Context: an optimization exercise on an open-source flow, tuned for small area, a short achievable clock period and few clock cycles per item. The choices shown serve that exercise and are no tape-out recipe.
Function was checked by simulation only, so behaviour that the tests miss may differ from the original.
Power is estimated from default activity; no workload was simulated.

--- flow/constraint.sdc ---
create_clock -name core_clock -period 11.0 [get_ports {clock}]
set_input_delay 2.2000 -clock core_clock [delete_from_list [all_inputs] [get_ports {clock}]]
set_output_delay 2.2000 -clock core_clock [all_outputs]
set_load 0.01 [all_outputs]
--- flow/run.sh ---
#!/bin/bash
# synth_recipe.tcl (not shown) runs the flow's synth.tcl, then flattens the netlist and writes it again
# the make line also repeats each setting of config.mk as NAME=value (left out here)
make -C /OpenROAD-flow-scripts/flow DESIGN_CONFIG=/design/flow/config.mk WORK_HOME=/design/flow/orfs CLKGATE_MAP_FILE= SYNTH_SCRIPT=/design/flow/synth_recipe.tcl finish
--- flow/design.v ---
module ray_grid_stepper #(
    parameter int COORD_W   = 13,
    parameter int CELL_LOG2 = 6,
    parameter int GRID_LOG2 = 6,
    parameter int FRAC_W    = 8,
    parameter int MAX_STEPS = 64,
    parameter int RAM_LAT   = 1
) (
    input  logic                       clock,
    input  logic                       resetn,
    input  logic                       start,
    input  logic                       mode,
    input  logic                       dir_neg,
    input  logic [COORD_W-1:0]         player_x,
    input  logic [COORD_W-1:0]         player_y,
    input  logic [COORD_W+FRAC_W-1:0]  slope,
    output logic                       busy,
    output logic                       done,
    output logic                       hit,
    output logic                       out_of_bounds,
    output logic                       step_limit,
    output logic [COORD_W-1:0]         hit_x,
    output logic [COORD_W-1:0]         hit_y,
    output logic [7:0]                 steps,
    output logic                       grid_rd_en,
    output logic [2*GRID_LOG2-1:0]     grid_addr,
    input  logic                       grid_data
);
    localparam int TW = 22;
    logic                  busy_r, done_r, hit_r, oob_r;
    logic                  mode_r, dn_r;
    logic signed [TW-1:0]  t_r;         
    logic signed [7:0]     cp_r;        
    logic [6:0]            cnt_r;       
    logic                  c6_r;
    logic signed [TW-1:0]  tc_r;
    logic [20:0]           slope_x;     
    logic signed [12:0]    p_in, s_in;
    logic                  ndn;
    logic [27:0]           vs, vc;
    logic [6:0]            low_sum;
    always_comb begin
        p_in    = mode ? player_x : player_y;
        s_in    = mode ? player_y : player_x;
        ndn     = !dir_neg;
        low_sum = {1'b0, vs[5:0]} + {1'b0, vc[5:0]};
    end
    logic cs1, cs2, cs3, cs4, cs5, cs6, cs7, cs8, cs9, cs10, cs11, cs12, cs13, cs14, cs15, cs16, cs17, cs18, cs19, cs20, cs21, cs22, cs23, cs24, cs25, cs26, cs27, cs28, cs29, cs30, cs31, cs32, cs33, cs34, cs35, cs36, cs37, cs38, cs39, cs40, cs41, cs42, cs43, cs44, cs45, cs46, cs47, cs48, cs49, cs50, cs51, cs52, cs53, cs54, cs55, cs56, cs57, cs58, cs59, cs60, cs61, cs62, cs63, cs64, cs65, cs66, cs67, cs68, cs69, cs70, cs71, cs72, cs73, cs74, cs75, cs76, cs77, cs78, cs79, cs80, cs81, cs82, cs83, cs84, cs85, cs86, cs87, cs88, cs89, cs90, cs91, cs92, cs93, cs94, cs95, cs96, cs97, cs98, cs99, cs100, cs101, cs102, cs103, cs104, cs105, cs106, cs107, cs108, cs109, cs110, cs111, cs112, cs113, cs114, cs115, cs116, cs117, cs118, cs119, cs120, cs121, cs122, cs123, cs124, cs125, cs126, cs127, cs128, cs129, cs130, cs131, cs132, cs133, cs134, cs135, cs136, cs137, cs138, cs139, cs140, cs141, cs142, cs143, cs144, cs145, cs146, cs147, cs148, cs149, cs150, cs151, cs152, cs153, cs154, cs155, cs156, cs157, cs158, cs159, cs160, cs161, cs162, cs163, cs164, cs165, cs166, cs167, cs168, cs169, cs170, cs171, cs172, cs173, cs174, cs175, cs176, cs177, cs178, cs179, cs180, cs181, cs182, cs183, cs184, cs185, cs186, cs187, cs188, cs189, cs190, cs191, cs192, cs193, cs194, cs195, cs196, cs197, cs198, cs199, cs200, cs201, cs202, cs203, cs204, cs205, cs206, cs207, cs208, cs209, cs210, cs211, cs212, cs213, cs214, cs215, cs216, cs217, cs218, cs219, cs220, cs221, cs222, cs223, cs224, cs225, cs226, cs227, cs228, cs229, cs230, cs231, cs232, cs233, cs234, cs235, cs236;
    assign cs1 = p_in[1] ^ (p_in[0] & ~slope[1]) ^ (p_in[1] & ~slope[0]);
    assign cs2 = (p_in[1] & (p_in[0] & ~slope[1])) | (p_in[1] & (p_in[1] & ~slope[0])) | ((p_in[0] & ~slope[1]) & (p_in[1] & ~slope[0]));
    assign cs3 = p_in[2] ^ (p_in[0] & ~slope[2]) ^ (p_in[1] & ~slope[1]);
    assign cs4 = (p_in[2] & (p_in[0] & ~slope[2])) | (p_in[2] & (p_in[1] & ~slope[1])) | ((p_in[0] & ~slope[2]) & (p_in[1] & ~slope[1]));
    assign cs5 = (p_in[2] & ~slope[0]) ^ cs2 ^ cs3;
    assign cs6 = ((p_in[2] & ~slope[0]) & cs2) | ((p_in[2] & ~slope[0]) & cs3) | (cs2 & cs3);
    assign cs7 = p_in[3] ^ (p_in[0] & ~slope[3]) ^ (p_in[1] & ~slope[2]);
    assign cs8 = (p_in[3] & (p_in[0] & ~slope[3])) | (p_in[3] & (p_in[1] & ~slope[2])) | ((p_in[0] & ~slope[3]) & (p_in[1] & ~slope[2]));
    assign cs9 = (p_in[2] & ~slope[1]) ^ (p_in[3] & ~slope[0]) ^ cs4;
    assign cs10 = ((p_in[2] & ~slope[1]) & (p_in[3] & ~slope[0])) | ((p_in[2] & ~slope[1]) & cs4) | ((p_in[3] & ~slope[0]) & cs4);
    assign cs11 = cs7 ^ cs6 ^ cs9;
    assign cs12 = (cs7 & cs6) | (cs7 & cs9) | (cs6 & cs9);
    assign cs13 = p_in[4] ^ (p_in[0] & ~slope[4]) ^ (p_in[1] & ~slope[3]);
    assign cs14 = (p_in[4] & (p_in[0] & ~slope[4])) | (p_in[4] & (p_in[1] & ~slope[3])) | ((p_in[0] & ~slope[4]) & (p_in[1] & ~slope[3]));
    assign cs15 = (p_in[2] & ~slope[2]) ^ (p_in[3] & ~slope[1]) ^ (p_in[4] & ~slope[0]);
    assign cs16 = ((p_in[2] & ~slope[2]) & (p_in[3] & ~slope[1])) | ((p_in[2] & ~slope[2]) & (p_in[4] & ~slope[0])) | ((p_in[3] & ~slope[1]) & (p_in[4] & ~slope[0]));
    assign cs17 = cs8 ^ cs13 ^ cs15;
    assign cs18 = (cs8 & cs13) | (cs8 & cs15) | (cs13 & cs15);
    assign cs19 = cs10 ^ cs17 ^ cs12;
    assign cs20 = (cs10 & cs17) | (cs10 & cs12) | (cs17 & cs12);
    assign cs21 = p_in[5] ^ (p_in[0] & ~slope[5]) ^ (p_in[1] & ~slope[4]);
    assign cs22 = (p_in[5] & (p_in[0] & ~slope[5])) | (p_in[5] & (p_in[1] & ~slope[4])) | ((p_in[0] & ~slope[5]) & (p_in[1] & ~slope[4]));
    assign cs23 = (p_in[2] & ~slope[3]) ^ (p_in[3] & ~slope[2]) ^ (p_in[4] & ~slope[1]);
    assign cs24 = ((p_in[2] & ~slope[3]) & (p_in[3] & ~slope[2])) | ((p_in[2] & ~slope[3]) & (p_in[4] & ~slope[1])) | ((p_in[3] & ~slope[2]) & (p_in[4] & ~slope[1]));
    assign cs25 = (p_in[5] & ~slope[0]) ^ cs14 ^ cs16;
    assign cs26 = ((p_in[5] & ~slope[0]) & cs14) | ((p_in[5] & ~slope[0]) & cs16) | (cs14 & cs16);
    assign cs27 = cs21 ^ cs23 ^ cs18;
    assign cs28 = (cs21 & cs23) | (cs21 & cs18) | (cs23 & cs18);
    assign cs29 = cs25 ^ cs27 ^ cs20;
    assign cs30 = (cs25 & cs27) | (cs25 & cs20) | (cs27 & cs20);
    assign cs31 = (ndn & slope[0]) ^ (p_in[0] & ~slope[6]) ^ (p_in[1] & ~slope[5]);
    assign cs32 = ((ndn & slope[0]) & (p_in[0] & ~slope[6])) | ((ndn & slope[0]) & (p_in[1] & ~slope[5])) | ((p_in[0] & ~slope[6]) & (p_in[1] & ~slope[5]));
    assign cs33 = (p_in[2] & ~slope[4]) ^ (p_in[3] & ~slope[3]) ^ (p_in[4] & ~slope[2]);
    assign cs34 = ((p_in[2] & ~slope[4]) & (p_in[3] & ~slope[3])) | ((p_in[2] & ~slope[4]) & (p_in[4] & ~slope[2])) | ((p_in[3] & ~slope[3]) & (p_in[4] & ~slope[2]));
    assign cs35 = (p_in[5] & ~slope[1]) ^ cs22 ^ cs24;
    assign cs36 = ((p_in[5] & ~slope[1]) & cs22) | ((p_in[5] & ~slope[1]) & cs24) | (cs22 & cs24);
    assign cs37 = cs31 ^ cs33 ^ cs26;
    assign cs38 = (cs31 & cs33) | (cs31 & cs26) | (cs33 & cs26);
    assign cs39 = cs35 ^ cs28 ^ cs37;
    assign cs40 = (cs35 & cs28) | (cs35 & cs37) | (cs28 & cs37);
    assign cs41 = (ndn & slope[1]) ^ (p_in[0] & ~slope[7]) ^ (p_in[1] & ~slope[6]);
    assign cs42 = ((ndn & slope[1]) & (p_in[0] & ~slope[7])) | ((ndn & slope[1]) & (p_in[1] & ~slope[6])) | ((p_in[0] & ~slope[7]) & (p_in[1] & ~slope[6]));
    assign cs43 = (p_in[2] & ~slope[5]) ^ (p_in[3] & ~slope[4]) ^ (p_in[4] & ~slope[3]);
    assign cs44 = ((p_in[2] & ~slope[5]) & (p_in[3] & ~slope[4])) | ((p_in[2] & ~slope[5]) & (p_in[4] & ~slope[3])) | ((p_in[3] & ~slope[4]) & (p_in[4] & ~slope[3]));
    assign cs45 = (p_in[5] & ~slope[2]) ^ cs32 ^ cs34;
    assign cs46 = ((p_in[5] & ~slope[2]) & cs32) | ((p_in[5] & ~slope[2]) & cs34) | (cs32 & cs34);
    assign cs47 = cs41 ^ cs43 ^ cs36;
    assign cs48 = (cs41 & cs43) | (cs41 & cs36) | (cs43 & cs36);
    assign cs49 = cs45 ^ cs38 ^ cs47;
    assign cs50 = (cs45 & cs38) | (cs45 & cs47) | (cs38 & cs47);
    assign cs51 = s_in[0] ^ (ndn & slope[2]) ^ (p_in[0] & ~slope[8]);
    assign cs52 = (s_in[0] & (ndn & slope[2])) | (s_in[0] & (p_in[0] & ~slope[8])) | ((ndn & slope[2]) & (p_in[0] & ~slope[8]));
    assign cs53 = (p_in[1] & ~slope[7]) ^ (p_in[2] & ~slope[6]) ^ (p_in[3] & ~slope[5]);
    assign cs54 = ((p_in[1] & ~slope[7]) & (p_in[2] & ~slope[6])) | ((p_in[1] & ~slope[7]) & (p_in[3] & ~slope[5])) | ((p_in[2] & ~slope[6]) & (p_in[3] & ~slope[5]));
    assign cs55 = (p_in[4] & ~slope[4]) ^ (p_in[5] & ~slope[3]) ^ cs42;
    assign cs56 = ((p_in[4] & ~slope[4]) & (p_in[5] & ~slope[3])) | ((p_in[4] & ~slope[4]) & cs42) | ((p_in[5] & ~slope[3]) & cs42);
    assign cs57 = cs44 ^ cs51 ^ cs53;
    assign cs58 = (cs44 & cs51) | (cs44 & cs53) | (cs51 & cs53);
    assign cs59 = cs46 ^ cs55 ^ cs57;
    assign cs60 = (cs46 & cs55) | (cs46 & cs57) | (cs55 & cs57);
    assign cs61 = cs48 ^ cs59 ^ cs50;
    assign cs62 = (cs48 & cs59) | (cs48 & cs50) | (cs59 & cs50);
    assign cs63 = s_in[1] ^ (ndn & slope[3]) ^ (p_in[0] & ~slope[9]);
    assign cs64 = (s_in[1] & (ndn & slope[3])) | (s_in[1] & (p_in[0] & ~slope[9])) | ((ndn & slope[3]) & (p_in[0] & ~slope[9]));
    assign cs65 = (p_in[1] & ~slope[8]) ^ (p_in[2] & ~slope[7]) ^ (p_in[3] & ~slope[6]);
    assign cs66 = ((p_in[1] & ~slope[8]) & (p_in[2] & ~slope[7])) | ((p_in[1] & ~slope[8]) & (p_in[3] & ~slope[6])) | ((p_in[2] & ~slope[7]) & (p_in[3] & ~slope[6]));
    assign cs67 = (p_in[4] & ~slope[5]) ^ (p_in[5] & ~slope[4]) ^ cs52;
    assign cs68 = ((p_in[4] & ~slope[5]) & (p_in[5] & ~slope[4])) | ((p_in[4] & ~slope[5]) & cs52) | ((p_in[5] & ~slope[4]) & cs52);
    assign cs69 = cs54 ^ cs63 ^ cs65;
    assign cs70 = (cs54 & cs63) | (cs54 & cs65) | (cs63 & cs65);
    assign cs71 = cs56 ^ cs58 ^ cs67;
    assign cs72 = (cs56 & cs58) | (cs56 & cs67) | (cs58 & cs67);
    assign cs73 = cs69 ^ cs60 ^ cs71;
    assign cs74 = (cs69 & cs60) | (cs69 & cs71) | (cs60 & cs71);
    assign cs75 = s_in[2] ^ (ndn & slope[4]) ^ (p_in[0] & ~slope[10]);
    assign cs76 = (s_in[2] & (ndn & slope[4])) | (s_in[2] & (p_in[0] & ~slope[10])) | ((ndn & slope[4]) & (p_in[0] & ~slope[10]));
    assign cs77 = (p_in[1] & ~slope[9]) ^ (p_in[2] & ~slope[8]) ^ (p_in[3] & ~slope[7]);
    assign cs78 = ((p_in[1] & ~slope[9]) & (p_in[2] & ~slope[8])) | ((p_in[1] & ~slope[9]) & (p_in[3] & ~slope[7])) | ((p_in[2] & ~slope[8]) & (p_in[3] & ~slope[7]));
    assign cs79 = (p_in[4] & ~slope[6]) ^ (p_in[5] & ~slope[5]) ^ cs64;
    assign cs80 = ((p_in[4] & ~slope[6]) & (p_in[5] & ~slope[5])) | ((p_in[4] & ~slope[6]) & cs64) | ((p_in[5] & ~slope[5]) & cs64);
    assign cs81 = cs66 ^ cs75 ^ cs77;
    assign cs82 = (cs66 & cs75) | (cs66 & cs77) | (cs75 & cs77);
    assign cs83 = cs68 ^ cs70 ^ cs79;
    assign cs84 = (cs68 & cs70) | (cs68 & cs79) | (cs70 & cs79);
    assign cs85 = cs81 ^ cs72 ^ cs83;
    assign cs86 = (cs81 & cs72) | (cs81 & cs83) | (cs72 & cs83);
    assign cs87 = s_in[3] ^ (ndn & slope[5]) ^ (p_in[0] & ~slope[11]);
    assign cs88 = (s_in[3] & (ndn & slope[5])) | (s_in[3] & (p_in[0] & ~slope[11])) | ((ndn & slope[5]) & (p_in[0] & ~slope[11]));
    assign cs89 = (p_in[1] & ~slope[10]) ^ (p_in[2] & ~slope[9]) ^ (p_in[3] & ~slope[8]);
    assign cs90 = ((p_in[1] & ~slope[10]) & (p_in[2] & ~slope[9])) | ((p_in[1] & ~slope[10]) & (p_in[3] & ~slope[8])) | ((p_in[2] & ~slope[9]) & (p_in[3] & ~slope[8]));
    assign cs91 = (p_in[4] & ~slope[7]) ^ (p_in[5] & ~slope[6]) ^ cs76;
    assign cs92 = ((p_in[4] & ~slope[7]) & (p_in[5] & ~slope[6])) | ((p_in[4] & ~slope[7]) & cs76) | ((p_in[5] & ~slope[6]) & cs76);
    assign cs93 = cs78 ^ cs87 ^ cs89;
    assign cs94 = (cs78 & cs87) | (cs78 & cs89) | (cs87 & cs89);
    assign cs95 = cs80 ^ cs82 ^ cs91;
    assign cs96 = (cs80 & cs82) | (cs80 & cs91) | (cs82 & cs91);
    assign cs97 = cs93 ^ cs84 ^ cs95;
    assign cs98 = (cs93 & cs84) | (cs93 & cs95) | (cs84 & cs95);
    assign cs99 = s_in[4] ^ (ndn & slope[6]) ^ (p_in[0] & ~slope[12]);
    assign cs100 = (s_in[4] & (ndn & slope[6])) | (s_in[4] & (p_in[0] & ~slope[12])) | ((ndn & slope[6]) & (p_in[0] & ~slope[12]));
    assign cs101 = (p_in[1] & ~slope[11]) ^ (p_in[2] & ~slope[10]) ^ (p_in[3] & ~slope[9]);
    assign cs102 = ((p_in[1] & ~slope[11]) & (p_in[2] & ~slope[10])) | ((p_in[1] & ~slope[11]) & (p_in[3] & ~slope[9])) | ((p_in[2] & ~slope[10]) & (p_in[3] & ~slope[9]));
    assign cs103 = (p_in[4] & ~slope[8]) ^ (p_in[5] & ~slope[7]) ^ cs88;
    assign cs104 = ((p_in[4] & ~slope[8]) & (p_in[5] & ~slope[7])) | ((p_in[4] & ~slope[8]) & cs88) | ((p_in[5] & ~slope[7]) & cs88);
    assign cs105 = cs90 ^ cs99 ^ cs101;
    assign cs106 = (cs90 & cs99) | (cs90 & cs101) | (cs99 & cs101);
    assign cs107 = cs92 ^ cs94 ^ cs103;
    assign cs108 = (cs92 & cs94) | (cs92 & cs103) | (cs94 & cs103);
    assign cs109 = cs105 ^ cs96 ^ cs107;
    assign cs110 = (cs105 & cs96) | (cs105 & cs107) | (cs96 & cs107);
    assign cs111 = s_in[5] ^ (ndn & slope[7]) ^ (p_in[0] & ~slope[13]);
    assign cs112 = (s_in[5] & (ndn & slope[7])) | (s_in[5] & (p_in[0] & ~slope[13])) | ((ndn & slope[7]) & (p_in[0] & ~slope[13]));
    assign cs113 = (p_in[1] & ~slope[12]) ^ (p_in[2] & ~slope[11]) ^ (p_in[3] & ~slope[10]);
    assign cs114 = ((p_in[1] & ~slope[12]) & (p_in[2] & ~slope[11])) | ((p_in[1] & ~slope[12]) & (p_in[3] & ~slope[10])) | ((p_in[2] & ~slope[11]) & (p_in[3] & ~slope[10]));
    assign cs115 = (p_in[4] & ~slope[9]) ^ (p_in[5] & ~slope[8]) ^ cs100;
    assign cs116 = ((p_in[4] & ~slope[9]) & (p_in[5] & ~slope[8])) | ((p_in[4] & ~slope[9]) & cs100) | ((p_in[5] & ~slope[8]) & cs100);
    assign cs117 = cs102 ^ cs111 ^ cs113;
    assign cs118 = (cs102 & cs111) | (cs102 & cs113) | (cs111 & cs113);
    assign cs119 = cs104 ^ cs106 ^ cs115;
    assign cs120 = (cs104 & cs106) | (cs104 & cs115) | (cs106 & cs115);
    assign cs121 = cs117 ^ cs108 ^ cs119;
    assign cs122 = (cs117 & cs108) | (cs117 & cs119) | (cs108 & cs119);
    assign cs123 = s_in[6] ^ (ndn & slope[8]) ^ (p_in[0] & ~slope[14]);
    assign cs124 = (s_in[6] & (ndn & slope[8])) | (s_in[6] & (p_in[0] & ~slope[14])) | ((ndn & slope[8]) & (p_in[0] & ~slope[14]));
    assign cs125 = (p_in[1] & ~slope[13]) ^ (p_in[2] & ~slope[12]) ^ (p_in[3] & ~slope[11]);
    assign cs126 = ((p_in[1] & ~slope[13]) & (p_in[2] & ~slope[12])) | ((p_in[1] & ~slope[13]) & (p_in[3] & ~slope[11])) | ((p_in[2] & ~slope[12]) & (p_in[3] & ~slope[11]));
    assign cs127 = (p_in[4] & ~slope[10]) ^ (p_in[5] & ~slope[9]) ^ cs112;
    assign cs128 = ((p_in[4] & ~slope[10]) & (p_in[5] & ~slope[9])) | ((p_in[4] & ~slope[10]) & cs112) | ((p_in[5] & ~slope[9]) & cs112);
    assign cs129 = cs114 ^ cs123 ^ cs125;
    assign cs130 = (cs114 & cs123) | (cs114 & cs125) | (cs123 & cs125);
    assign cs131 = cs116 ^ cs118 ^ cs127;
    assign cs132 = (cs116 & cs118) | (cs116 & cs127) | (cs118 & cs127);
    assign cs133 = cs129 ^ cs120 ^ cs131;
    assign cs134 = (cs129 & cs120) | (cs129 & cs131) | (cs120 & cs131);
    assign cs135 = s_in[7] ^ (ndn & slope[9]) ^ (p_in[0] & ~slope[15]);
    assign cs136 = (s_in[7] & (ndn & slope[9])) | (s_in[7] & (p_in[0] & ~slope[15])) | ((ndn & slope[9]) & (p_in[0] & ~slope[15]));
    assign cs137 = (p_in[1] & ~slope[14]) ^ (p_in[2] & ~slope[13]) ^ (p_in[3] & ~slope[12]);
    assign cs138 = ((p_in[1] & ~slope[14]) & (p_in[2] & ~slope[13])) | ((p_in[1] & ~slope[14]) & (p_in[3] & ~slope[12])) | ((p_in[2] & ~slope[13]) & (p_in[3] & ~slope[12]));
    assign cs139 = (p_in[4] & ~slope[11]) ^ (p_in[5] & ~slope[10]) ^ cs124;
    assign cs140 = ((p_in[4] & ~slope[11]) & (p_in[5] & ~slope[10])) | ((p_in[4] & ~slope[11]) & cs124) | ((p_in[5] & ~slope[10]) & cs124);
    assign cs141 = cs126 ^ cs135 ^ cs137;
    assign cs142 = (cs126 & cs135) | (cs126 & cs137) | (cs135 & cs137);
    assign cs143 = cs128 ^ cs130 ^ cs139;
    assign cs144 = (cs128 & cs130) | (cs128 & cs139) | (cs130 & cs139);
    assign cs145 = cs141 ^ cs132 ^ cs143;
    assign cs146 = (cs141 & cs132) | (cs141 & cs143) | (cs132 & cs143);
    assign cs147 = s_in[8] ^ (ndn & slope[10]) ^ (p_in[0] & ~slope[16]);
    assign cs148 = (s_in[8] & (ndn & slope[10])) | (s_in[8] & (p_in[0] & ~slope[16])) | ((ndn & slope[10]) & (p_in[0] & ~slope[16]));
    assign cs149 = (p_in[1] & ~slope[15]) ^ (p_in[2] & ~slope[14]) ^ (p_in[3] & ~slope[13]);
    assign cs150 = ((p_in[1] & ~slope[15]) & (p_in[2] & ~slope[14])) | ((p_in[1] & ~slope[15]) & (p_in[3] & ~slope[13])) | ((p_in[2] & ~slope[14]) & (p_in[3] & ~slope[13]));
    assign cs151 = (p_in[4] & ~slope[12]) ^ (p_in[5] & ~slope[11]) ^ cs136;
    assign cs152 = ((p_in[4] & ~slope[12]) & (p_in[5] & ~slope[11])) | ((p_in[4] & ~slope[12]) & cs136) | ((p_in[5] & ~slope[11]) & cs136);
    assign cs153 = cs138 ^ cs147 ^ cs149;
    assign cs154 = (cs138 & cs147) | (cs138 & cs149) | (cs147 & cs149);
    assign cs155 = cs140 ^ cs142 ^ cs151;
    assign cs156 = (cs140 & cs142) | (cs140 & cs151) | (cs142 & cs151);
    assign cs157 = cs153 ^ cs144 ^ cs155;
    assign cs158 = (cs153 & cs144) | (cs153 & cs155) | (cs144 & cs155);
    assign cs159 = s_in[9] ^ (ndn & slope[11]) ^ (p_in[0] & ~slope[17]);
    assign cs160 = (s_in[9] & (ndn & slope[11])) | (s_in[9] & (p_in[0] & ~slope[17])) | ((ndn & slope[11]) & (p_in[0] & ~slope[17]));
    assign cs161 = (p_in[1] & ~slope[16]) ^ (p_in[2] & ~slope[15]) ^ (p_in[3] & ~slope[14]);
    assign cs162 = ((p_in[1] & ~slope[16]) & (p_in[2] & ~slope[15])) | ((p_in[1] & ~slope[16]) & (p_in[3] & ~slope[14])) | ((p_in[2] & ~slope[15]) & (p_in[3] & ~slope[14]));
    assign cs163 = (p_in[4] & ~slope[13]) ^ (p_in[5] & ~slope[12]) ^ cs148;
    assign cs164 = ((p_in[4] & ~slope[13]) & (p_in[5] & ~slope[12])) | ((p_in[4] & ~slope[13]) & cs148) | ((p_in[5] & ~slope[12]) & cs148);
    assign cs165 = cs150 ^ cs159 ^ cs161;
    assign cs166 = (cs150 & cs159) | (cs150 & cs161) | (cs159 & cs161);
    assign cs167 = cs152 ^ cs154 ^ cs163;
    assign cs168 = (cs152 & cs154) | (cs152 & cs163) | (cs154 & cs163);
    assign cs169 = cs165 ^ cs156 ^ cs167;
    assign cs170 = (cs165 & cs156) | (cs165 & cs167) | (cs156 & cs167);
    assign cs171 = s_in[10] ^ (ndn & slope[12]) ^ (p_in[0] & ~slope[18]);
    assign cs172 = (s_in[10] & (ndn & slope[12])) | (s_in[10] & (p_in[0] & ~slope[18])) | ((ndn & slope[12]) & (p_in[0] & ~slope[18]));
    assign cs173 = (p_in[1] & ~slope[17]) ^ (p_in[2] & ~slope[16]) ^ (p_in[3] & ~slope[15]);
    assign cs174 = ((p_in[1] & ~slope[17]) & (p_in[2] & ~slope[16])) | ((p_in[1] & ~slope[17]) & (p_in[3] & ~slope[15])) | ((p_in[2] & ~slope[16]) & (p_in[3] & ~slope[15]));
    assign cs175 = (p_in[4] & ~slope[14]) ^ (p_in[5] & ~slope[13]) ^ cs160;
    assign cs176 = ((p_in[4] & ~slope[14]) & (p_in[5] & ~slope[13])) | ((p_in[4] & ~slope[14]) & cs160) | ((p_in[5] & ~slope[13]) & cs160);
    assign cs177 = cs162 ^ cs171 ^ cs173;
    assign cs178 = (cs162 & cs171) | (cs162 & cs173) | (cs171 & cs173);
    assign cs179 = cs164 ^ cs166 ^ cs175;
    assign cs180 = (cs164 & cs166) | (cs164 & cs175) | (cs166 & cs175);
    assign cs181 = cs177 ^ cs168 ^ cs179;
    assign cs182 = (cs177 & cs168) | (cs177 & cs179) | (cs168 & cs179);
    assign cs183 = s_in[11] ^ (ndn & slope[13]) ^ (p_in[0] & ~slope[19]);
    assign cs184 = (s_in[11] & (ndn & slope[13])) | (s_in[11] & (p_in[0] & ~slope[19])) | ((ndn & slope[13]) & (p_in[0] & ~slope[19]));
    assign cs185 = (p_in[1] & ~slope[18]) ^ (p_in[2] & ~slope[17]) ^ (p_in[3] & ~slope[16]);
    assign cs186 = ((p_in[1] & ~slope[18]) & (p_in[2] & ~slope[17])) | ((p_in[1] & ~slope[18]) & (p_in[3] & ~slope[16])) | ((p_in[2] & ~slope[17]) & (p_in[3] & ~slope[16]));
    assign cs187 = (p_in[4] & ~slope[15]) ^ (p_in[5] & ~slope[14]) ^ cs172;
    assign cs188 = ((p_in[4] & ~slope[15]) & (p_in[5] & ~slope[14])) | ((p_in[4] & ~slope[15]) & cs172) | ((p_in[5] & ~slope[14]) & cs172);
    assign cs189 = cs174 ^ cs183 ^ cs185;
    assign cs190 = (cs174 & cs183) | (cs174 & cs185) | (cs183 & cs185);
    assign cs191 = cs176 ^ cs178 ^ cs187;
    assign cs192 = (cs176 & cs178) | (cs176 & cs187) | (cs178 & cs187);
    assign cs193 = cs189 ^ cs180 ^ cs191;
    assign cs194 = (cs189 & cs180) | (cs189 & cs191) | (cs180 & cs191);
    assign cs195 = ~s_in[12] ^ (ndn & slope[14]) ^ ~(p_in[0] & ~slope[20]);
    assign cs196 = (~s_in[12] & (ndn & slope[14])) | (~s_in[12] & ~(p_in[0] & ~slope[20])) | ((ndn & slope[14]) & ~(p_in[0] & ~slope[20]));
    assign cs197 = (p_in[1] & ~slope[19]) ^ (p_in[2] & ~slope[18]) ^ (p_in[3] & ~slope[17]);
    assign cs198 = ((p_in[1] & ~slope[19]) & (p_in[2] & ~slope[18])) | ((p_in[1] & ~slope[19]) & (p_in[3] & ~slope[17])) | ((p_in[2] & ~slope[18]) & (p_in[3] & ~slope[17]));
    assign cs199 = (p_in[4] & ~slope[16]) ^ (p_in[5] & ~slope[15]) ^ cs184;
    assign cs200 = ((p_in[4] & ~slope[16]) & (p_in[5] & ~slope[15])) | ((p_in[4] & ~slope[16]) & cs184) | ((p_in[5] & ~slope[15]) & cs184);
    assign cs201 = cs186 ^ cs195 ^ cs197;
    assign cs202 = (cs186 & cs195) | (cs186 & cs197) | (cs195 & cs197);
    assign cs203 = cs188 ^ cs190 ^ cs199;
    assign cs204 = (cs188 & cs190) | (cs188 & cs199) | (cs190 & cs199);
    assign cs205 = cs201 ^ cs192 ^ cs203;
    assign cs206 = (cs201 & cs192) | (cs201 & cs203) | (cs192 & cs203);
    assign cs207 = (ndn & slope[15]) ^ ~(p_in[1] & ~slope[20]) ^ (p_in[2] & ~slope[19]);
    assign cs208 = ((ndn & slope[15]) & ~(p_in[1] & ~slope[20])) | ((ndn & slope[15]) & (p_in[2] & ~slope[19])) | (~(p_in[1] & ~slope[20]) & (p_in[2] & ~slope[19]));
    assign cs209 = (p_in[3] & ~slope[18]) ^ (p_in[4] & ~slope[17]) ^ (p_in[5] & ~slope[16]);
    assign cs210 = ((p_in[3] & ~slope[18]) & (p_in[4] & ~slope[17])) | ((p_in[3] & ~slope[18]) & (p_in[5] & ~slope[16])) | ((p_in[4] & ~slope[17]) & (p_in[5] & ~slope[16]));
    assign cs211 = cs196 ^ cs198 ^ cs207;
    assign cs212 = (cs196 & cs198) | (cs196 & cs207) | (cs198 & cs207);
    assign cs213 = cs209 ^ cs200 ^ cs202;
    assign cs214 = (cs209 & cs200) | (cs209 & cs202) | (cs200 & cs202);
    assign cs215 = cs211 ^ cs204 ^ cs213;
    assign cs216 = (cs211 & cs204) | (cs211 & cs213) | (cs204 & cs213);
    assign cs217 = (ndn & slope[16]) ^ ~(p_in[2] & ~slope[20]) ^ (p_in[3] & ~slope[19]);
    assign cs218 = ((ndn & slope[16]) & ~(p_in[2] & ~slope[20])) | ((ndn & slope[16]) & (p_in[3] & ~slope[19])) | (~(p_in[2] & ~slope[20]) & (p_in[3] & ~slope[19]));
    assign cs219 = (p_in[4] & ~slope[18]) ^ (p_in[5] & ~slope[17]) ^ cs208;
    assign cs220 = ((p_in[4] & ~slope[18]) & (p_in[5] & ~slope[17])) | ((p_in[4] & ~slope[18]) & cs208) | ((p_in[5] & ~slope[17]) & cs208);
    assign cs221 = cs210 ^ cs217 ^ cs212;
    assign cs222 = (cs210 & cs217) | (cs210 & cs212) | (cs217 & cs212);
    assign cs223 = cs219 ^ cs214 ^ cs221;
    assign cs224 = (cs219 & cs214) | (cs219 & cs221) | (cs214 & cs221);
    assign cs225 = (ndn & slope[17]) ^ ~(p_in[3] & ~slope[20]) ^ (p_in[4] & ~slope[19]);
    assign cs226 = ((ndn & slope[17]) & ~(p_in[3] & ~slope[20])) | ((ndn & slope[17]) & (p_in[4] & ~slope[19])) | (~(p_in[3] & ~slope[20]) & (p_in[4] & ~slope[19]));
    assign cs227 = (p_in[5] & ~slope[18]) ^ cs218 ^ cs225;
    assign cs228 = ((p_in[5] & ~slope[18]) & cs218) | ((p_in[5] & ~slope[18]) & cs225) | (cs218 & cs225);
    assign cs229 = cs220 ^ cs227 ^ cs222;
    assign cs230 = (cs220 & cs227) | (cs220 & cs222) | (cs227 & cs222);
    assign cs231 = (ndn & slope[18]) ^ ~(p_in[4] & ~slope[20]) ^ (p_in[5] & ~slope[19]);
    assign cs232 = ((ndn & slope[18]) & ~(p_in[4] & ~slope[20])) | ((ndn & slope[18]) & (p_in[5] & ~slope[19])) | (~(p_in[4] & ~slope[20]) & (p_in[5] & ~slope[19]));
    assign cs233 = cs226 ^ cs231 ^ cs228;
    assign cs234 = (cs226 & cs231) | (cs226 & cs228) | (cs231 & cs228);
    assign cs235 = (ndn & slope[19]) ^ ~(p_in[5] & ~slope[20]) ^ cs232;
    assign cs236 = ((ndn & slope[19]) & ~(p_in[5] & ~slope[20])) | ((ndn & slope[19]) & cs232) | (~(p_in[5] & ~slope[20]) & cs232);
    assign vs[0] = (p_in[0] & ~slope[0]);
    assign vs[1] = cs1;
    assign vs[2] = cs5;
    assign vs[3] = cs11;
    assign vs[4] = cs19;
    assign vs[5] = cs29;
    assign vs[6] = cs30;
    assign vs[7] = cs40;
    assign vs[8] = cs61;
    assign vs[9] = cs62;
    assign vs[10] = cs74;
    assign vs[11] = cs86;
    assign vs[12] = cs98;
    assign vs[13] = cs110;
    assign vs[14] = cs122;
    assign vs[15] = cs134;
    assign vs[16] = cs146;
    assign vs[17] = cs158;
    assign vs[18] = cs170;
    assign vs[19] = cs182;
    assign vs[20] = cs194;
    assign vs[21] = cs206;
    assign vs[22] = cs216;
    assign vs[23] = cs224;
    assign vs[24] = cs230;
    assign vs[25] = cs234;
    assign vs[26] = ~(ndn & slope[20]);
    assign vs[27] = 1'b1;
    assign vc[0] = p_in[0];
    assign vc[1] = 1'b0;
    assign vc[2] = 1'b0;
    assign vc[3] = 1'b0;
    assign vc[4] = 1'b0;
    assign vc[5] = 1'b0;
    assign vc[6] = cs39;
    assign vc[7] = cs49;
    assign vc[8] = 1'b0;
    assign vc[9] = cs73;
    assign vc[10] = cs85;
    assign vc[11] = cs97;
    assign vc[12] = cs109;
    assign vc[13] = cs121;
    assign vc[14] = cs133;
    assign vc[15] = cs145;
    assign vc[16] = cs157;
    assign vc[17] = cs169;
    assign vc[18] = cs181;
    assign vc[19] = cs193;
    assign vc[20] = cs205;
    assign vc[21] = cs215;
    assign vc[22] = cs223;
    assign vc[23] = cs229;
    assign vc[24] = cs233;
    assign vc[25] = cs235;
    assign vc[26] = cs236;
    assign vc[27] = 1'b0;
    logic                  first;
    logic signed [TW-1:0]  t_nxt, addend;
    logic                  cin;
    logic signed [7:0]     cp_nxt;
    logic                  nxt_oob, probe_valid, hit_now, at_limit, finish;
    always_comb begin
        first       = cnt_r[6];
        addend      = first ? tc_r : {slope_x[20], slope_x};
        cin         = first ? c6_r : dn_r;
        t_nxt       = t_r + addend + TW'(cin);
        cp_nxt      = cp_r + (dn_r ? -8'sd1 : 8'sd1);
        nxt_oob     = (cp_nxt[7:6] != 2'b00) || (t_nxt[TW-1:14] != '0);
        probe_valid = !first;
        hit_now     = probe_valid && grid_data;
        at_limit    = (cnt_r == 7'd63);
        finish      = hit_now || nxt_oob || at_limit;
    end
    always_ff @(posedge clock) begin
        if (!resetn) begin
            busy_r <= 1'b0;
            done_r <= 1'b0;
        end else if (busy_r) begin
            busy_r <= !finish;
            done_r <= finish;
        end else begin
            busy_r <= start;
            done_r <= 1'b0;
        end
    end
    always_ff @(posedge clock) begin
        hit_r <= hit_now;
        oob_r <= nxt_oob;
        tc_r  <= vc[27:6];
        c6_r  <= low_sum[6];
        if (!busy_r) begin
            mode_r  <= mode;
            dn_r    <= dir_neg;
            slope_x <= dir_neg ? ~slope : slope;
            t_r     <= vs[27:6];
            cp_r    <= {p_in[12], p_in[12:6]};
            cnt_r   <= 7'h7f;
        end else begin
            cnt_r <= cnt_r + 7'd1;
            if (!hit_now) begin
                t_r  <= t_nxt;
                cp_r <= cp_nxt;
            end
        end
    end
    logic [6:0] line_idx;
    always_comb begin
        busy          = busy_r;
        done          = done_r;
        hit           = hit_r;
        out_of_bounds = oob_r && !hit_r;
        step_limit    = !hit_r && !oob_r;
        line_idx      = cp_r[6:0] + {6'd0, dn_r};
        hit_x         = mode_r ? {line_idx, 6'd0} : t_r[14:2];
        hit_y         = mode_r ? t_r[14:2] : {line_idx, 6'd0};
        steps         = {1'b0, cnt_r};
        grid_rd_en    = 1'b1;
        grid_addr     = mode_r ? {t_nxt[13:8], cp_nxt[5:0]} : {cp_nxt[5:0], t_nxt[13:8]};
    end
endmodule
--- flow/config.mk ---
export PLATFORM = sky130hd
export DESIGN_NAME = ray_grid_stepper
export DESIGN_NICKNAME = ray_grid_stepper
export VERILOG_FILES = /design/flow/design.v
export SDC_FILE = /design/flow/constraint.sdc
export NUM_CORES = 4
export LEC_CHECK = 0
export CAP_MARGIN = 20
export CORE_MARGIN = 2
export CORE_UTILIZATION = 40
export PLACE_DENSITY = 0.6
export SLEW_MARGIN = 20
==> metrics.yaml <==
logic_synthesis:
  synthTopCellsByCount: "120 x fa_1, 119 x inv_1, 92 x nor2_1"
  yosysTopAreaCell: "fa_1"
  synth-async-reset-ratio: 0
  yosys_register_bits: 85
  syn_area_um2: 9040
  synth_most_common_cell: "fa_1"
  synthFlopType: "edfxtp_1"
  ys_types: 66
  yosys-top-cells-area: "fa_1 27%, edfxtp_1 17%, dfxtp_1 7.3%, ha_1 7.1%, mux2_2 7.0%"
  syn_avg_cell_area_um2: 10.1
  netlist_instances: 896
  synth_fp_nets: 1120
  ys_seq_area_frac: 0.246
  synthDominantCellAreaShare: 0.266
  synth-edff-count: 52
  synth_warnings: 1
global_route:
  antenna_found_initial: 0
  grt_pass1_wl_mm: 37.1
  grt_pass1_vias: 6731
  gr-total-overflow: 0
  grt_use_total: 0.201
  grt_start_max_net_pins: 45
die:
  chipWidth_um: 154
  die-area_um2: 23800
  design.core.area_um2: 22400
  num_rows: 55
  initial_core_util: 0.403
  io_pins: 105
  fp.dieH_um: 154
timing:
  slew_headroom: 0.341
  skew_ns: 0.00998
  min_period_ns: 6.30
  slew_viol_final: 0
  fmaxAchievable_ghz: 0.159
  rsz0062_at_grt: "false"
  setup_violations: 0
  finalCritPeriodShare: 0.573
  report.final.hold_viol_count: 0
  tns_ns: 0
  worst_slew_pin_slew_ns: 0.988
min_path:
  hold_path_class: "flop to flop"
cells_and_area:
  final_util: 0.475
  area_growth_pct: 17.9
  finalNetCount: 1212
  fin_cells: 1278
  n_antenna_cell: 0
  drive_gt1_frac: 0.159
  fillers: 2098
critical_path:
  critical-path-max-stage-delay_ns: 0.53
  timing.rr.end: "done_r$_SDFF_PN0_"
  r2r_setup_slack_ns: 7.27
  crit_fanout: 24
  endpoint: "grid_addr[4]"
  cp-end-kind: "primary output"
  cp.required_ns: 8.80
  critPathLaunch: "cnt_r[6]$_SDFF_PN1_"
  crit_type: "flop to primary output"
  cp-start-kind: "flop"
  critical_path_arrival_ns: 4.10
  rr_startpoint: "cnt_r[6]$_SDFF_PN1_"
  critPathSlowestCell: "clkdlybuf4s50_1"
  path_cells: "buf_4 -> mux2i_1 -> fa_1 -> fa_1 -> and2b_1 -> o2111ai_2 -> nand2_2 -> a21oi_1 -> o21ai_1 -> a21oi_1 -> xnor2_1 -> mux2_1 -> clkdlybuf4s50_1"
  r2r_cells: 11
clock_tree:
  clk_path_buf_depth: 2
  cts.hold.buffers_added: 0
  postCtsSetupBuffers: 0
  cts_buffers: 9
  cts_resized: 0
  clockRootBuffer: "clkbuf_16"
  cts_tree: "yes"
  clkTransAtPathRegs_ns: 0.07
  h-tree-depth: 3
  clk_latency_ns: 0.35
  clock-sinks: 85
power:
  p_leak_nw: 4.59
  peakVddDrop_mv: 0.104
  p_per_area_nw_per_um2: 222
drt:
  vias: 6415
  wire_per_inst_um: 17.9
  first_pass_iters: 4
  wl_mm: 22.9
  avgViaCountPerCell: 5.02
  drc: 0
  drt.antenna.violating_nets: 0
  drtIter0Drc: 337
placed_design:
  placedCellCount: 1262
  place_congestion: 0.908
  numPortBuffers: 102
  hpwl_mm: 18.1
run:
  maxCapViolCount: 0
outcome:
  status: "finished clean"
-- registers in the layout, summed over array words and instances, names as in the netlist --
register,flops
t_r,22
tc_r,20
cp_r,8
busy_r,1
slope_x,21
c6_r,1
hit_r,1
mode_r,1
cnt_r,7
dn_r,1
done_r,1
oob_r,1
-- layer usage --
metal,wire [um],part of all wire,GRT usage
met1,11500,0.50,0.299
met2,10100,0.44,0.310
met3,896,0.039,0.0275
met4,413,0.018,0.0534
met5,0,0,0
-- area by class of cell --
| type | instances | area [um^2] | share of cell area |
|---|---|---|---|
| inverter | 120 | 450 | 0.0423 |
| clock inverter | 7 | 80.1 | 0.00751 |
| sequential | 85 | 2220 | 0.209 |
| clock buffer | 9 | 225 | 0.0211 |
| multi-input combinational | 659 | 6220 | 0.584 |
| timing repair buffer | 113 | 1100 | 0.103 |
| tap | 285 | 357 | 0.0335 |
-- worst max-delay path: cells and delay by family (launching register included) --
| family | cells | cell delay (ns) |
|---|---|---|
| buffers and inverters | 2 | 0.88 |
| flip-flops | 1 | 0.38 |
| AO/OA/AOI/OAI | 4 | 0.51 |
| AND/OR/NAND/NOR | 2 | 0.42 |
| XOR/XNOR | 1 | 0.26 |
| multiplexers | 2 | 0.35 |
| adder cells (fa/ha/maj) | 2 | 0.92 |
-- logic make-up (layout without fill, tap and decap cells) --
family / after synthesis / in the layout / share of synthesized area
and+or+nand+nor: 272 / 272 / 0.150
other: 2 / 2 / 0.000831
DFF: 85 / 85 / 0.246
buffers and inverters: 152 / 249 / 0.0668
xor gates and xnor gates: 32 / 32 / 0.0310
AOI/OAI and AO/OA: 109 / 109 / 0.0804
muxes: 73 / 73 / 0.0888
adders and majority gates: 171 / 171 / 0.336
-- report_power, final --
group	internal [mW]	total (mW)	switching, mW
registers	0.457	0.507	0.0494
logic	0.701	1.54	0.843
clock network	0.179	0.316	0.137
total	1.34	2.37	1.03
-- metrics by stage --
stage | total power [mW] | area, um^2 | hold WS [ns] | worst slack [ns]
2_1_floorplan | 1.55 | 9040 | 0.435 | 5.21
3_3_place_gp | 2.03 | 10400 | 0.409 | 4.86
3_5_place_dp | 2.05 | 10400 | 0.413 | 4.82
4_1_cts | 2.37 | 10700 | 0.431 | 4.67
5_1_grt | 2.57 | 10700 | 0.479 | 4.40
6_report | 2.37 | 10700 | 0.431 | 4.70
-- cell usage in the layout (no fill, tap or decap), types with 9 or more instances in the layout --
cell type        instances
a21oi_1                 33
buf_4                   11
clkbuf_16                9
clkdlybuf4s50_1        101
dfxtp_1                 32
edfxtp_1                52
fa_1                   120
ha_1                    51
inv_1                  119
mux2_2                  56
mux2i_1                 13
nand2_1                 52
nand3_1                 13
nor2_1                  92
nor2b_1                 20
o21ai_0                 18
o21ai_1                 11
or2_2                   57
xnor2_1                 21
xor2_1                  11
-- worst min path at each step --
stage	slack (ns)	depth (start not counted)	to	start
after global placement	0.41	1	cnt_r[0]$_SDFF_PN1_	cnt_r[0]$_SDFF_PN1_
after detailed placement	0.41	1	cnt_r[0]$_SDFF_PN1_	cnt_r[0]$_SDFF_PN1_
after floorplan	0.43	1	cnt_r[0]$_SDFF_PN1_	cnt_r[0]$_SDFF_PN1_
after CTS	0.43	1	cnt_r[0]$_SDFF_PN1_	cnt_r[0]$_SDFF_PN1_
after global routing	0.48	1	cnt_r[0]$_SDFF_PN1_	cnt_r[0]$_SDFF_PN1_
final	0.43	1	cnt_r[0]$_SDFF_PN1_	cnt_r[0]$_SDFF_PN1_
Testbench counts, summed over its fixed seeds: cycles 12,152, rays 1,536.

## port drivers added, routing unchanged
The flow's constraints put no driver on any port. The routed layout listed below was extracted and timed again, unchanged, in two steps.
Step 1, drivers: a clkbuf_16 drives clock and a buf_2 each remaining input, both assumed.
Step 2 moves the port delays by t, midway between the first and last clock arrival at a register: inputs arrive t later, outputs are due t later. That takes back most of the time a late clock gives input paths.
Slacks: ideal ports / drivers / drivers and shift; pairs: ideal ports / drivers.
t (ns): 0.390
setup slack, ns: 4.702 / 4.658 / 4.824
slew at the worst register clock pin (ns): 0.07 / 0.07
After both steps this run still meets setup and hold. For this run, drivers alone change the setup slack by -0.044 ns; drivers and shift together by +0.122 ns.
